From an optimization exercise on the open Yosys and OpenROAD flow, aimed at small area and a short achievable clock period; shortcuts taken in it are not production practice. Only simulation tests tie the RTL to the original design; equivalence was not proved. Power and IR drop assume default switching activity.

==> build 69 <==
==> flow/design.v <==
package imem_pkg;
  localparam logic [31:0] NOP_WORD_DEFAULT = 32'h0000_0000;
endpackage
module imem_ram #(
  parameter int unsigned DATA_W = 32,
  parameter int unsigned DEPTH  = 128
) (
  input  logic              clk_i,
  input  logic [DEPTH-1:0]  we_i,      
  input  logic [DATA_W-1:0] wdata_i,
  input  logic              re_i,
  input  logic [DEPTH-1:0]  rsel_i,    
  output logic [DATA_W-1:0] rdata_o
);
  logic [DATA_W-1:0] mem_q [DEPTH];
  logic [DATA_W-1:0] rdata_d, rdata_q;
  for (genvar w = 0; w < DEPTH; w++) begin : g_word
    always_ff @(posedge clk_i) begin
      if (we_i[w]) mem_q[w] <= wdata_i;
    end
  end
  always_comb begin
    rdata_d = '0;
    for (int w = 0; w < DEPTH; w++) rdata_d |= {DATA_W{rsel_i[w]}} & mem_q[w];
  end
  always_ff @(posedge clk_i) begin
    if (re_i) rdata_q <= rdata_d;
  end
  assign rdata_o = rdata_q;
endmodule
module imem_pipe (
  input  logic        clk,
  input  logic        rst_n,
  input  logic        fetch_req,
  input  logic [31:0] fetch_pc,
  output logic        fetch_ready,
  input  logic        stall,
  input  logic        flush,
  output logic        instr_valid,
  output logic [31:0] instr,
  output logic [31:0] instr_pc,
  output logic        fault,
  input  logic        load_en,
  input  logic [29:0] load_addr,
  input  logic [31:0] load_data,
  output logic        load_err,
  output logic        busy
);
  localparam int unsigned DEPTH = 128;
  logic [7:0]   cnt_q;
  logic         valid_q, fault_q, load_err_q;
  logic [31:0]  pc_q;
  logic         run, accept, fetch_bad, load_oob, load_ok;
  logic [DEPTH-1:0] we, rsel;
  logic [31:0]  wdata;
  assign run       = cnt_q[7];
  assign fetch_bad = (fetch_pc[1:0] != 2'b00) || (fetch_pc[31:9] != '0);
  assign load_oob  = (load_addr[29:7] != '0);
  assign load_ok   = run & load_en & ~load_oob;
  assign fetch_ready = run & ~stall & ~flush & ~load_en;
  assign accept      = fetch_req & fetch_ready;
  always_comb begin
    for (int w = 0; w < DEPTH; w++) begin
      we[w]   = ~run | (load_ok & (load_addr[6:0] == 7'(w)));
      rsel[w] = ~fetch_bad & (fetch_pc[8:2] == 7'(w));
    end
  end
  assign wdata = run ? load_data : imem_pkg::NOP_WORD_DEFAULT;
  always_ff @(posedge clk) begin
    if (!rst_n) begin
      cnt_q      <= '0;
      valid_q    <= 1'b0;
      fault_q    <= 1'b0;
      load_err_q <= 1'b0;
    end else begin
      if (!run) cnt_q <= cnt_q + 8'd1;
      load_err_q <= run & load_en & load_oob;
      if (run) begin
        if (flush) begin
          valid_q <= 1'b0;
          fault_q <= 1'b0;
        end else if (!stall) begin
          valid_q <= accept;
          fault_q <= accept & fetch_bad;
        end
      end
    end
  end
  always_ff @(posedge clk) begin
    if (!stall) pc_q <= fetch_pc;
  end
  imem_ram #(
    .DATA_W (32),
    .DEPTH  (DEPTH)
  ) u_ram (
    .clk_i   (clk),
    .we_i    (we),
    .wdata_i (wdata),
    .re_i    (~stall),
    .rsel_i  (rsel),
    .rdata_o (instr)
  );
  assign instr_valid = valid_q;
  assign instr_pc    = pc_q;
  assign fault       = fault_q;
  assign load_err    = load_err_q;
  assign busy        = ~run;
endmodule
==> flow/run.sh <==
#!/bin/bash
# synth_recipe.tcl (not shown) runs the flow's synth.tcl, then flattens the netlist and writes it again
# the make line also repeats each setting of config.mk as NAME=value (left out here)
make -C /OpenROAD-flow-scripts/flow DESIGN_CONFIG=/design/flow/config.mk WORK_HOME=/design/flow/orfs CLKGATE_MAP_FILE= SYNTH_SCRIPT=/design/flow/synth_recipe.tcl finish
==> flow/config.mk <==
export PLATFORM = sky130hd
export DESIGN_NAME = imem_pipe
export DESIGN_NICKNAME = imem_pipe
export VERILOG_FILES = /design/flow/design.v
export SDC_FILE = /design/flow/constraint.sdc
export NUM_CORES = 4
export LEC_CHECK = 0
export CAP_MARGIN = 20
export CORE_MARGIN = 2
export CORE_UTILIZATION = 40
export SLEW_MARGIN = 20
==> flow/constraint.sdc <==
create_clock -name core_clock -period 3.8 [get_ports {clk}]
set_input_delay 0.7600 -clock core_clock [delete_from_list [all_inputs] [get_ports {clk}]]
set_output_delay 0.7600 -clock core_clock [all_outputs]
set_load 0.01 [all_outputs]
==> trial 47: changes against build 69 <==
--- a/flow/design.v
+++ b/flow/design.v
@@ -8,25 +8,126 @@
   input  logic              clk_i,
   input  logic [DEPTH-1:0]  we_i,      
   input  logic [DATA_W-1:0] wdata_i,
-  input  logic              re_i,
+  input  logic              hold_i,    
   input  logic [DEPTH-1:0]  rsel_i,    
   output logic [DATA_W-1:0] rdata_o
 );
-  logic [DATA_W-1:0] mem_q [DEPTH];
-  logic [DATA_W-1:0] rdata_d, rdata_q;
+  localparam int unsigned N1 = (DEPTH + 2) / 3;    
+  localparam int unsigned N2 = (N1 + 3) / 4;       
+  localparam int unsigned N3 = (N2 + 3) / 4;       
+  logic [DEPTH-1:0][DATA_W-1:0] mem_q;
+  logic [DATA_W-1:0]            rdata_d, rdata_q;
   for (genvar w = 0; w < DEPTH; w++) begin : g_word
     always_ff @(posedge clk_i) begin
       if (we_i[w]) mem_q[w] <= wdata_i;
     end
   end
-  always_comb begin
-    rdata_d = '0;
-    for (int w = 0; w < DEPTH; w++) rdata_d |= {DATA_W{rsel_i[w]}} & mem_q[w];
-  end
+  logic [N1-1:0][DATA_W-1:0] l1;
+  logic [N2-1:0][DATA_W-1:0] l2;
+  logic [N3-1:0][DATA_W-1:0] l3;
+  for (genvar g = 0; g < N1; g++) begin : g_l1
+    if (3 * g + 2 < DEPTH) begin : g_3
+      imem_aoi3 #(.W(DATA_W)) u_aoi (
+        .s0(rsel_i[3*g]), .s1(rsel_i[3*g+1]), .s2(rsel_i[3*g+2]),
+        .d0(mem_q[3*g]),  .d1(mem_q[3*g+1]),  .d2(mem_q[3*g+2]),
+        .y (l1[g])
+      );
+    end else if (3 * g + 1 < DEPTH) begin : g_2
+      imem_aoi2 #(.W(DATA_W)) u_aoi (
+        .s0(rsel_i[3*g]), .s1(rsel_i[3*g+1]),
+        .d0(mem_q[3*g]),  .d1(mem_q[3*g+1]),
+        .y (l1[g])
+      );
+    end else begin : g_1
+      imem_nand #(.W(DATA_W), .N(2)) u_nand (
+        .a ({{DATA_W{rsel_i[3*g]}}, mem_q[3*g]}),
+        .y (l1[g])
+      );
+    end
+  end
+  for (genvar g = 0; g < N2; g++) begin : g_l2
+    localparam int unsigned K = (4 * g + 4 <= N1) ? 4 : N1 - 4 * g;
+    imem_nand #(.W(DATA_W), .N(K)) u_nand (
+      .a (l1[4*g +: K]),
+      .y (l2[g])
+    );
+  end
+  for (genvar g = 0; g < N3; g++) begin : g_l3
+    localparam int unsigned K = (4 * g + 4 <= N2) ? 4 : N2 - 4 * g;
+    imem_nor #(.W(DATA_W), .N(K)) u_nor (
+      .a (l2[4*g +: K]),
+      .y (l3[g])
+    );
+  end
+  imem_rdout #(.W(DATA_W), .N(N3)) u_out (
+    .a    (l3),
+    .hold (hold_i),
+    .q    (rdata_q),
+    .y    (rdata_d)
+  );
   always_ff @(posedge clk_i) begin
-    if (re_i) rdata_q <= rdata_d;
+    rdata_q <= rdata_d;
   end
   assign rdata_o = rdata_q;
+endmodule
+module imem_aoi3 #(
+  parameter int unsigned W = 32
+) (
+  input  logic         s0, s1, s2,
+  input  logic [W-1:0] d0, d1, d2,
+  output logic [W-1:0] y
+);
+  assign y = ~(({W{s0}} & d0) | ({W{s1}} & d1) | ({W{s2}} & d2));
+endmodule
+module imem_aoi2 #(
+  parameter int unsigned W = 32
+) (
+  input  logic         s0, s1,
+  input  logic [W-1:0] d0, d1,
+  output logic [W-1:0] y
+);
+  assign y = ~(({W{s0}} & d0) | ({W{s1}} & d1));
+endmodule
+module imem_nand #(
+  parameter int unsigned W = 32,
+  parameter int unsigned N = 4
+) (
+  input  logic [N-1:0][W-1:0] a,
+  output logic [W-1:0]        y
+);
+  always_comb begin
+    y = '1;
+    for (int i = 0; i < N; i++) y &= a[i];
+    y = ~y;
+  end
+endmodule
+module imem_nor #(
+  parameter int unsigned W = 32,
+  parameter int unsigned N = 4
+) (
+  input  logic [N-1:0][W-1:0] a,
+  output logic [W-1:0]        y
+);
+  always_comb begin
+    y = '0;
+    for (int i = 0; i < N; i++) y |= a[i];
+    y = ~y;
+  end
+endmodule
+module imem_rdout #(
+  parameter int unsigned W = 32,
+  parameter int unsigned N = 3
+) (
+  input  logic [N-1:0][W-1:0] a,
+  input  logic                hold,
+  input  logic [W-1:0]        q,
+  output logic [W-1:0]        y
+);
+  always_comb begin
+    y = ~({W{hold}} & q);
+    for (int i = 0; i < N; i++) y &= a[i];
+    y = ~y;
+  end
 endmodule
 module imem_pipe (
   input  logic        clk,
@@ -48,6 +149,7 @@
 );
   localparam int unsigned DEPTH = 128;
   logic [7:0]   cnt_q;
+  logic         run_rdy_q, busy_q;
   logic         valid_q, fault_q, load_err_q;
   logic [31:0]  pc_q;
   logic         run, accept, fetch_bad, load_oob, load_ok;
@@ -57,23 +159,29 @@
   assign fetch_bad = (fetch_pc[1:0] != 2'b00) || (fetch_pc[31:9] != '0);
   assign load_oob  = (load_addr[29:7] != '0);
   assign load_ok   = run & load_en & ~load_oob;
-  assign fetch_ready = run & ~stall & ~flush & ~load_en;
+  assign fetch_ready = run_rdy_q & ~stall & ~flush & ~load_en;
   assign accept      = fetch_req & fetch_ready;
   always_comb begin
     for (int w = 0; w < DEPTH; w++) begin
       we[w]   = ~run | (load_ok & (load_addr[6:0] == 7'(w)));
-      rsel[w] = ~fetch_bad & (fetch_pc[8:2] == 7'(w));
+      rsel[w] = ~stall & ~fetch_bad & (fetch_pc[8:2] == 7'(w));
     end
   end
   assign wdata = run ? load_data : imem_pkg::NOP_WORD_DEFAULT;
   always_ff @(posedge clk) begin
     if (!rst_n) begin
       cnt_q      <= '0;
+      run_rdy_q  <= 1'b0;
+      busy_q     <= 1'b1;
       valid_q    <= 1'b0;
       fault_q    <= 1'b0;
       load_err_q <= 1'b0;
     end else begin
       if (!run) cnt_q <= cnt_q + 8'd1;
+      if (&cnt_q[6:0]) begin
+        run_rdy_q <= 1'b1;
+        busy_q    <= 1'b0;
+      end
       load_err_q <= run & load_en & load_oob;
       if (run) begin
         if (flush) begin
@@ -96,7 +204,7 @@
     .clk_i   (clk),
     .we_i    (we),
     .wdata_i (wdata),
-    .re_i    (~stall),
+    .hold_i  (stall),
     .rsel_i  (rsel),
     .rdata_o (instr)
   );
@@ -104,5 +212,5 @@
   assign instr_pc    = pc_q;
   assign fault       = fault_q;
   assign load_err    = load_err_q;
-  assign busy        = ~run;
-endmodule
+  assign busy        = busy_q;
+endmodule
==> flow/config.mk (replaced) <==
export PLATFORM = sky130hd
export DESIGN_NAME = imem_pipe
export DESIGN_NICKNAME = imem_pipe
export VERILOG_FILES = /design/flow/design.v
export SDC_FILE = /design/flow/constraint.sdc
export NUM_CORES = 4
export LEC_CHECK = 0
export CAP_MARGIN = 70
export CORE_MARGIN = 2
export CORE_UTILIZATION = 55
export CTS_CLUSTER_DIAMETER = 100
export CTS_CLUSTER_SIZE = 30
export SETUP_SLACK_MARGIN = 0.3
export SLEW_MARGIN = 50
export SYNTH_HIERARCHICAL = 1
export SYNTH_MINIMUM_KEEP_SIZE = 0
==> notes <==
Between trial 47 and build 69, the lower clock skew is in trial 47 (gap 0.020 ns).
Register-to-register slack: build 69 is worse than trial 47 (0.90 ns).
Sequential share of layout area: build 69 is lower than trial 47 (4.3 points).
Of trial 47 and build 69, build 69 has the higher total power (gap about 20%, measured against build 69).
Build 69 reached the layout checks and failed them: setup timing. Trial 47 passed the timing, design-rule and antenna checks.
Against build 69, the critical path depth of trial 47 is higher by 2.

## port drivers added, routing unchanged
How much do the figures lean on ideal ports? The routed layouts below were timed once more, with nothing changed but the port constraints. Step 1 sets driving cells, clkbuf_16 on the clock port and buf_2 on the other inputs (assumed; they add their load-dependent delay and slew). Step 2 moves the port delays by t, midway between the first and last clock arrival at a register: inputs arrive t later, outputs are due t later. That takes back most of the time a late clock gives input paths. Three values: no drivers, after step 1, after step 2; two values: the first two.
run	shift t [ns]	setup WS [ns]	hold slack, ns	worst setup path at the end	worst register clock-pin slew, ns
build 69	1.082	-0.108 / -0.039 / -1.121	0.273 / 0.202 / 0.524	input to register	0.07 / 0.07
trial 47	0.951	0.224 / 0.296 / -0.655	0.121 / 0.058 / 0.479	input to register	0.12 / 0.12
Met with ideal ports but missed after step 2: setup timing in trial 47. For build 69, which loses most, drivers alone change the setup slack by +0.069 ns; drivers and shift together by -1.013 ns.
